Context: an optimization exercise on an open-source flow, tuned for small area, a short achievable clock period and few clock cycles. The choices shown serve that exercise and are no tape-out recipe.
Only simulation tests tie the RTL to the original design; equivalence was not proved.
Power and IR drop assume default switching activity.

## v6
==> flow/design.v <==
`timescale 1ns/10ps
`default_nettype none
module cpu_core (
    input  logic        clk,
    input  logic        arst_n,
    output logic [15:0] imem_addr,
    input  logic [31:0] imem_rdata,
    output logic [15:0] dmem_addr,
    output logic [15:0] dmem_wdata,
    output logic        dmem_we,
    output logic        dmem_re,
    input  logic [15:0] dmem_rdata
);
    logic        boot;         
    logic [15:0] fa;           
    logic        kill;         
    logic        zf, tf;
    logic [15:0] regs [16];
    logic        e_v;
    logic        e_we_d, e_fl_d, e_ld_d, e_st_d, e_inv;
    logic        e_add_d, e_and_d, e_or_d, e_slt_d;
    logic        e_we, e_fl, e_ld, e_st;
    logic        e_s_add, e_s_and, e_s_or, e_s_slt;
    logic [3:0]  e_wa;
    logic [15:0] e_a, e_b, e_sd;
    logic [15:0] ar, wd;
    logic        we_r, rd_v;
    logic [3:0]  rd_rt;
    logic        wb_v;
    logic [3:0]  wb_rt;
    assign e_we     = e_v && e_we_d;
    assign e_fl     = e_v && e_fl_d;
    assign e_ld     = e_v && e_ld_d;
    assign e_st     = e_v && e_st_d;
    assign e_s_add  = e_v && e_add_d;      
    assign e_s_and  = e_v && e_and_d;
    assign e_s_or   = e_v && e_or_d;
    assign e_s_slt  = e_v && e_slt_d;
    logic [15:0] bx, sum, res;
    logic        lt;
    assign bx  = e_b;
    assign sum = e_a + bx + {15'd0, e_inv};
    assign lt  = (e_a[15] & bx[15]) | ((e_a[15] ^ bx[15]) & sum[15]);
    logic [15:0] lgc;
    assign lgc = ({16{e_s_and}} & (e_a & e_b)) | ({16{e_s_or}} & (e_a | e_b));
    assign res = ({16{e_s_add}} & sum) | lgc | {15'd0, e_s_slt & lt};
    logic [15:0] zk;
    logic        z_sum, zf_new, tf_new;
    assign zk     = (e_a ^ bx) ^ {e_a[14:0] | bx[14:0], e_inv};
    assign z_sum  = ~|zk;
    assign zf_new = (e_s_add & z_sum)
                  | ((e_s_and | e_s_or) & ~|lgc)
                  | (e_s_slt & ~lt);
    assign tf_new = res[0];
    logic [5:0]  op;
    logic [3:0]  rs, rt, rd;
    logic [15:0] imm;
    logic [5:0]  fn;
    assign op  = imem_rdata[31:26];
    assign rs  = imem_rdata[25:22];
    assign rt  = imem_rdata[21:18];
    assign imm = imem_rdata[15:0];
    assign rd  = imm[15:12];
    assign fn  = imm[5:0];
    logic is_r, r_alu, r_jr, is_load, is_store, is_j, is_jal, is_br, is_lit, is_alui;
    assign is_r     = (op == 6'h00);
    assign r_alu    = is_r && (fn == 6'h20 || fn == 6'h22 || fn == 6'h24 || fn == 6'h25 || fn == 6'h2a);
    assign r_jr     = is_r && (fn == 6'h08);
    assign is_load  = (op == 6'h01);
    assign is_store = (op == 6'h02);
    assign is_j     = (op == 6'h03);
    assign is_jal   = (op == 6'h04);
    assign is_br    = (op == 6'h05) || (op == 6'h06) || (op == 6'h07) || (op == 6'h08);
    assign is_lit   = (op == 6'h09);
    assign is_alui  = (op == 6'h0a) || (op == 6'h0b) || (op == 6'h0c) || (op == 6'h0d);
    logic        d_we;
    logic [3:0]  d_wa;
    assign d_we = r_alu || is_alui || is_lit || is_jal;
    assign d_wa = is_r ? rd : (is_jal ? 4'd15 : rt);
    logic [15:0] rs_rf, rt_rf, rs_v, rt_v;
    always_comb begin
        rs_rf = '0;
        rt_rf = '0;
        for (int i = 0; i < 16; i++) begin
            rs_rf = rs_rf | (regs[i] & {16{rs == 4'(i)}});
            rt_rf = rt_rf | (regs[i] & {16{rt == 4'(i)}});
        end
    end
    logic rs_e, rs_w, rt_e, rt_w;
    assign rs_e = e_we && e_wa == rs;
    assign rs_w = !rs_e && wb_v && wb_rt == rs;
    assign rt_e = e_we && e_wa == rt;
    assign rt_w = !rt_e && wb_v && wb_rt == rt;
    assign rs_v = ({16{rs_e}} & res) | ({16{rs_w}} & dmem_rdata) | ({16{!rs_e && !rs_w}} & rs_rf);
    assign rt_v = ({16{rt_e}} & res) | ({16{rt_w}} & dmem_rdata) | ({16{!rt_e && !rt_w}} & rt_rf);
    logic dv, haz, dexec;
    assign dv    = !boot && !kill && !rd_v;
    assign haz   = e_ld && (rs == e_wa || rt == e_wa);
    assign dexec = dv && !haz;
    logic zf_c, tf_c, cond, taken;
    assign zf_c = e_fl ? zf_new : zf;
    assign tf_c = e_fl ? tf_new : tf;
    always_comb begin
        case (op[1:0])
            2'b01:   cond = zf_c;     
            2'b10:   cond = !zf_c;    
            2'b11:   cond = tf_c;     
            default: cond = !tf_c;    
        endcase
    end
    assign taken = dexec && is_br && cond;
    logic        jmp, refetch, s_imm, s_rs, s_dec, s_hold, s_inc;
    logic [15:0] bt, fa_inc, fa_dec, fa_other, fa_next;
    logic        kill_next;
    assign jmp     = dexec && (is_j || is_jal || r_jr);
    assign refetch = dv && haz;                       
    assign bt      = fa + imm;
    always_comb begin
        for (int i = 0; i < 16; i++) begin
            fa_inc[i] = fa[i] ^ (&(fa | ~((16'd1 << i) - 16'd1)));
            fa_dec[i] = fa[i] ^ (~|(fa & ((16'd1 << i) - 16'd1)));
        end
    end
    assign s_imm  = jmp && is_j;
    assign s_rs   = jmp && !is_j;
    assign s_dec  = refetch;
    assign s_hold = !boot && !jmp && !refetch && e_ld;      
    assign s_inc  = !boot && !jmp && !refetch && !e_ld;
    assign fa_other = ({16{s_imm}}  & imm)
                    | ({16{s_rs}}   & rs_v)
                    | ({16{s_dec}}  & fa_dec)
                    | ({16{s_hold}} & fa)
                    | ({16{s_inc}}  & fa_inc);
    assign fa_next   = (taken && !boot) ? bt : fa_other;
    assign kill_next = boot || jmp || taken || (dv && haz);
    logic [15:0] rwd;
    assign rwd = res | ({16{wb_v}} & dmem_rdata);
    always_ff @(posedge clk) begin
        for (int i = 0; i < 16; i++) begin
            if (boot || (wb_v && wb_rt == 4'(i)) || (e_we && e_wa == 4'(i))) regs[i] <= rwd;
        end
    end
    always_ff @(posedge clk or negedge arst_n) begin
        if (!arst_n) boot <= 1'b1;
        else         boot <= 1'b0;
    end
    always_ff @(posedge clk) begin
        fa   <= fa_next;
        kill <= kill_next;
        if (boot) begin
            zf <= 1'b0;
            tf <= 1'b0;
        end else if (e_fl) begin
            zf <= zf_new;
            tf <= tf_new;
        end
        e_v      <= dexec;
        e_we_d   <= d_we;
        e_wa     <= d_wa;
        e_fl_d   <= r_alu || is_alui;
        e_ld_d   <= is_load;
        e_st_d   <= is_store;
        e_inv    <= (is_r && (fn == 6'h22 || fn == 6'h2a)) || op == 6'h0d;
        e_and_d  <= is_r ? (fn == 6'h24) : op == 6'h0b;
        e_or_d   <= is_r ? (fn == 6'h25) : op == 6'h0c;
        e_slt_d  <= is_r ? (fn == 6'h2a) : op == 6'h0d;
        e_add_d  <= is_r ? (fn == 6'h20 || fn == 6'h22) : (op == 6'h0a || is_lit || is_jal);
        e_a      <= rs_v & {16{!(is_lit || is_jal)}};
        e_b      <= (is_r ? rt_v : (is_jal ? fa : imm))
                    ^ {16{(is_r && (fn == 6'h22 || fn == 6'h2a)) || op == 6'h0d}};
        e_sd     <= rt_v;
        ar    <= sum;
        wd    <= e_sd;
        we_r  <= e_st && !boot;
        rd_v  <= e_ld && !boot;
        rd_rt <= e_wa;
        wb_v  <= rd_v && !boot && !(e_we && e_wa == rd_rt);    
        wb_rt <= rd_rt;
    end
    assign imem_addr  = fa;
    assign dmem_addr  = ar;
    assign dmem_wdata = wd;
    assign dmem_we    = we_r;
    assign dmem_re    = rd_v;
endmodule
`default_nettype wire
Settings: LEC_CHECK=0, ABC_AREA=1, CAP_MARGIN=20, CORE_MARGIN=2, CORE_UTILIZATION=60, CTS_CLUSTER_DIAMETER=150, CTS_CLUSTER_SIZE=24, SETUP_SLACK_MARGIN=5, SLEW_MARGIN=20; clock period 9.0 ns.
standard.sh (not shown) runs the stock make flow with config.mk's settings and CLKGATE_MAP_FILE= SYNTH_SCRIPT=/design/flow/synth_recipe.tcl, a recipe that flattens the netlist after the stock synthesis.
==> flow/flow/run.sh <==
#!/bin/bash
# Layout flow: the standard ORFS flow (standard.sh) with two changes:
#  - the port buffers are sky130_fd_sc_hd__buf_2 instead of the default pick;
#  - repair_timing aims at a setup margin of 5.7 ns instead of config.mk's 5.
# The SDC, floorplan, power grid, synthesis and all other steps are the standard ones.
# ORFS writes each step's full tool output to orfs/logs/; make's own output goes to
# standard.log here.
set -o pipefail
bash standard.sh \
    "BUFFER_PORTS_ARGS=-buffer_cell sky130_fd_sc_hd__buf_2" \
    SETUP_SLACK_MARGIN=5.7 \
    finish > standard.log 2>&1
Testbench counts of v6, summed over its fixed seeds: cycles 10,799.
diff inputs: v6 => v7
# v6
export LEC_CHECK = 0
export ABC_AREA = 1
export CAP_MARGIN = 20
export CORE_MARGIN = 2
export CORE_UTILIZATION = 60
export CTS_CLUSTER_DIAMETER = 150
export CTS_CLUSTER_SIZE = 24
export SETUP_SLACK_MARGIN = 5
export SLEW_MARGIN = 20
create_clock -name core_clock -period 9.0 [get_ports {clk}]
# v7
export LEC_CHECK = 0
export ABC_AREA = 1
export CAP_MARGIN = 20
export CORE_MARGIN = 2
export CORE_UTILIZATION = 60
export CTS_CLUSTER_DIAMETER = 100
export CTS_CLUSTER_SIZE = 20
export SETUP_SLACK_MARGIN = 5
export SLEW_MARGIN = 20
create_clock -name core_clock -period 9.0 [get_ports {clk}]
v7 vs v6 — arrival time of the worst setup path rose 0.04 ns. Between v6 and v7, the portion of the clock cycle consumed by the worst path in the final layout is higher for v7. Remaining max-slew budget at the tightest pin for v7 is higher than for v6.

== P ==
Another version of the RTL of cpu_core (not shown whole).
For scale: ~2600 cells after synthesis, about 100 I/O pins, about 0.021 mm² of cells after synthesis.
Settings: LEC_CHECK=0, ABC_AREA=1, CAP_MARGIN=20, CORE_MARGIN=2, CORE_UTILIZATION=60, SETUP_SLACK_MARGIN=5, SLEW_MARGIN=20; clock period 9.0 ns.
==> flow/flow/run.sh <==
#!/bin/bash
# Layout flow: the standard ORFS flow (standard.sh) with two changes:
#  - the port buffers are sky130_fd_sc_hd__buf_2 instead of the default pick;
#  - repair_timing aims at a setup margin of 5.6 ns instead of config.mk's 5.
# The SDC, floorplan, power grid, synthesis and all other steps are the standard ones.
# ORFS writes each step's full tool output to orfs/logs/; make's own output goes to
# standard.log here.
set -o pipefail
bash standard.sh \
    "BUFFER_PORTS_ARGS=-buffer_cell sky130_fd_sc_hd__buf_2" \
    SETUP_SLACK_MARGIN=5.6 \
    finish > standard.log 2>&1
P: flow completed, timing, DRC and antenna clean
Testbench counts of P, summed over its fixed seeds: cycles 10,799.
--- input diff P..Q ---
# P
export LEC_CHECK = 0
export ABC_AREA = 1
export CAP_MARGIN = 20
export CORE_MARGIN = 2
export CORE_UTILIZATION = 60
export SETUP_SLACK_MARGIN = 5
export SLEW_MARGIN = 20
create_clock -name core_clock -period 9.0 [get_ports {clk}]
# Q
export LEC_CHECK = 0
export ABC_AREA = 1
export CAP_MARGIN = 20
export CORE_MARGIN = 2
export CORE_UTILIZATION = 60
export CTS_CLUSTER_DIAMETER = 150
export CTS_CLUSTER_SIZE = 16
export SETUP_SLACK_MARGIN = 5
export SLEW_MARGIN = 20
create_clock -name core_clock -period 9.0 [get_ports {clk}]
==> flow/flow/run.sh <==
#!/bin/bash
# Layout flow: the standard ORFS flow (standard.sh) with two changes:
#  - the port buffers are sky130_fd_sc_hd__buf_2 instead of the default pick;
#  - repair_timing aims at a setup margin of 5.7 ns instead of config.mk's 5.
# The SDC, floorplan, power grid, synthesis and all other steps are the standard ones.
# ORFS writes each step's full tool output to orfs/logs/; make's own output goes to
# standard.log here.
set -o pipefail
bash standard.sh \
    "BUFFER_PORTS_ARGS=-buffer_cell sky130_fd_sc_hd__buf_2" \
    SETUP_SLACK_MARGIN=5.7 \
    finish > standard.log 2>&1
--- outcome ---
Re clock share of power: P was higher than Q.
Q has more setup slack than P.
Going from P to Q, post-route worst hold slack shrinks by 0.0053 ns.
--- input diff Q..R ---
# Q
export LEC_CHECK = 0
export ABC_AREA = 1
export CAP_MARGIN = 20
export CORE_MARGIN = 2
export CORE_UTILIZATION = 60
export CTS_CLUSTER_DIAMETER = 150
export CTS_CLUSTER_SIZE = 16
export SETUP_SLACK_MARGIN = 5
export SLEW_MARGIN = 20
create_clock -name core_clock -period 9.0 [get_ports {clk}]
# R
export LEC_CHECK = 0
export ABC_AREA = 1
export CAP_MARGIN = 20
export CORE_MARGIN = 2
export CORE_UTILIZATION = 60
export SETUP_SLACK_MARGIN = 5
export SLEW_MARGIN = 20
create_clock -name core_clock -period 9.0 [get_ports {clk}]
==> flow/flow/run.sh <==
#!/bin/bash
# Layout flow: the standard ORFS flow (standard.sh) with two changes:
#  - the port buffers are sky130_fd_sc_hd__buf_2 instead of the default pick;
#  - repair_timing aims at a setup margin of 5.8 ns instead of config.mk's 5.
# The SDC, floorplan, power grid, synthesis and all other steps are the standard ones.
# ORFS writes each step's full tool output to orfs/logs/; make's own output goes to
# standard.log here.
set -o pipefail
bash standard.sh \
    "BUFFER_PORTS_ARGS=-buffer_cell sky130_fd_sc_hd__buf_2" \
    SETUP_SLACK_MARGIN=5.8 \
    finish > standard.log 2>&1
[summary]
Of Q and R, the higher final instance count without filler cells belongs to R. Number of H-tree branching levels is lower on Q. R: cell area about 6% above Q. Going from Q to R, the final worst-path setup slack was found to have gone down by 0.063 ns.

Setup of run 1:
Starting RTL as in the previous note.
## cpu_core
module cpu_core (
    input  logic        clk,
    input  logic        arst_n,
    output logic [15:0] imem_addr,
    input  logic [31:0] imem_rdata,
    output logic [15:0] dmem_addr,
    output logic [15:0] dmem_wdata,
    output logic        dmem_we,
    output logic        dmem_re,
    input  logic [15:0] dmem_rdata
);
clock: 9.0 ns
lec_check: 0
abc_area: 1
cap_margin: 20
core_margin: 2
core_utilization: 65
cts_cluster_diameter: 60
cts_cluster_size: 30
setup_slack_margin: 5
slew_margin: 20
==> flow/flow/run.sh <==
#!/bin/bash
# Layout flow: the standard ORFS flow (standard.sh) with two changes:
#  - the port buffers are sky130_fd_sc_hd__buf_2 instead of the default pick;
#  - repair_timing aims at a setup margin of 5.7 ns instead of config.mk's 5.
# The SDC, floorplan, power grid, synthesis and all other steps are the standard ones.
# ORFS writes each step's full tool output to orfs/logs/; make's own output goes to
# standard.log here.
set -o pipefail
bash standard.sh \
    "BUFFER_PORTS_ARGS=-buffer_cell sky130_fd_sc_hd__buf_2" \
    SETUP_SLACK_MARGIN=5.7 \
    finish > standard.log 2>&1
Testbench counts of run 1, summed over its fixed seeds: cycles 10,799.
Changes in run 2 relative to run 1:
Settings: CTS_CLUSTER_SIZE now 20, was 30; CTS_CLUSTER_DIAMETER now 100, was 60; CORE_UTILIZATION now 60, was 65.
==> comparison <==
Between run 2 and run 1, the non-clock buffer area fraction after layout does not differ in any meaningful way. Diff run 1 -> run 2: die height +about 4%; number of gates resized after CTS +about 20%.
## Diff of input files: run 3 against run 2
Settings: changing CORE_UTILIZATION from 60 to 70; removing CTS_CLUSTER_DIAMETER (formerly 100); removing CTS_CLUSTER_SIZE (formerly 20).
==> flow/run.sh (new file) <==
#!/bin/bash
# synth_recipe.tcl (not shown) runs the flow's synth.tcl, then flattens the netlist and writes it again
# the make line also repeats each setting of config.mk as NAME=value (left out here)
make -C /OpenROAD-flow-scripts/flow DESIGN_CONFIG=/design/flow/config.mk WORK_HOME=/design/flow/orfs CLKGATE_MAP_FILE= SYNTH_SCRIPT=/design/flow/synth_recipe.tcl finish
removed: flow/flow/run.sh
removed: flow/standard.sh
Notes after the runs:
Run 3 — peak fanout along the critical path 2 lower, run 2 as reference. Area used by sequential logic in the layout: run 3 vs run 2, no meaningful difference. Summary of the comparison: final period utilization is higher in run 3, relative to run 2. Run 3 vs. run 2: met1 track demand over resource increased 4.8 points, cell depth of the worst setup path decreased 2. Re count of plain and timing-repair buffers in the layout: run 2 was higher than run 3. The core of run 3 is more densely filled than that of run 2.

## afterwards: timing with drivers on the ports
How much do the figures lean on ideal ports? The routed layouts below were timed once more, with nothing changed but the port constraints. Step 1 sets driving cells, clkbuf_16 on the clock port and buf_2 on the other inputs (assumed; they add their load-dependent delay and slew). Step 2 times the ports against the registers' clock, not the clock port: input delays grow and output delays shrink by t, the midpoint of the rising clock arrivals with the driver on. a / b / c = ideal / step 1 / step 2; a / b = the first two.
run | shift t [ns] | setup WS [ns] | latest minus earliest clock arrival (ns) | slew at the worst register clock pin (ns) | worst slew at a driven data input, ns
v6 | 0.608 | 5.653 / 5.656 / 5.048 | 0.036 / 0.036 | 0.11 / 0.11 | 0.08
v7 | 0.619 | 5.620 / 5.654 / 5.034 | 0.029 / 0.029 | 0.10 / 0.10 | 0.08
P | 0.643 | 5.527 / 5.562 / 4.919 | 0.027 / 0.027 | 0.07 / 0.07 | 0.07
Q | 0.647 | 5.736 / 5.740 / 5.093 | 0.038 / 0.037 | 0.08 / 0.08 | 0.06
R | 0.644 | 5.673 / 5.700 / 5.056 | 0.029 / 0.028 | 0.07 / 0.07 | 0.08
run 1 | 0.665 | 5.627 / 5.643 / 4.979 | 0.039 / 0.039 | 0.11 / 0.11 | 0.08
run 2 | 0.628 | 5.691 / 5.716 / 5.088 | 0.041 / 0.040 | 0.10 / 0.10 | 0.07
run 3 | 0.595 | 5.059 / 5.088 / 4.492 | 0.029 / 0.029 | 0.07 / 0.07 | 0.05
After both steps setup and hold are still met in every run listed. For run 1, which loses most, drivers alone change the setup slack by +0.016 ns; drivers and shift together by -0.648 ns.
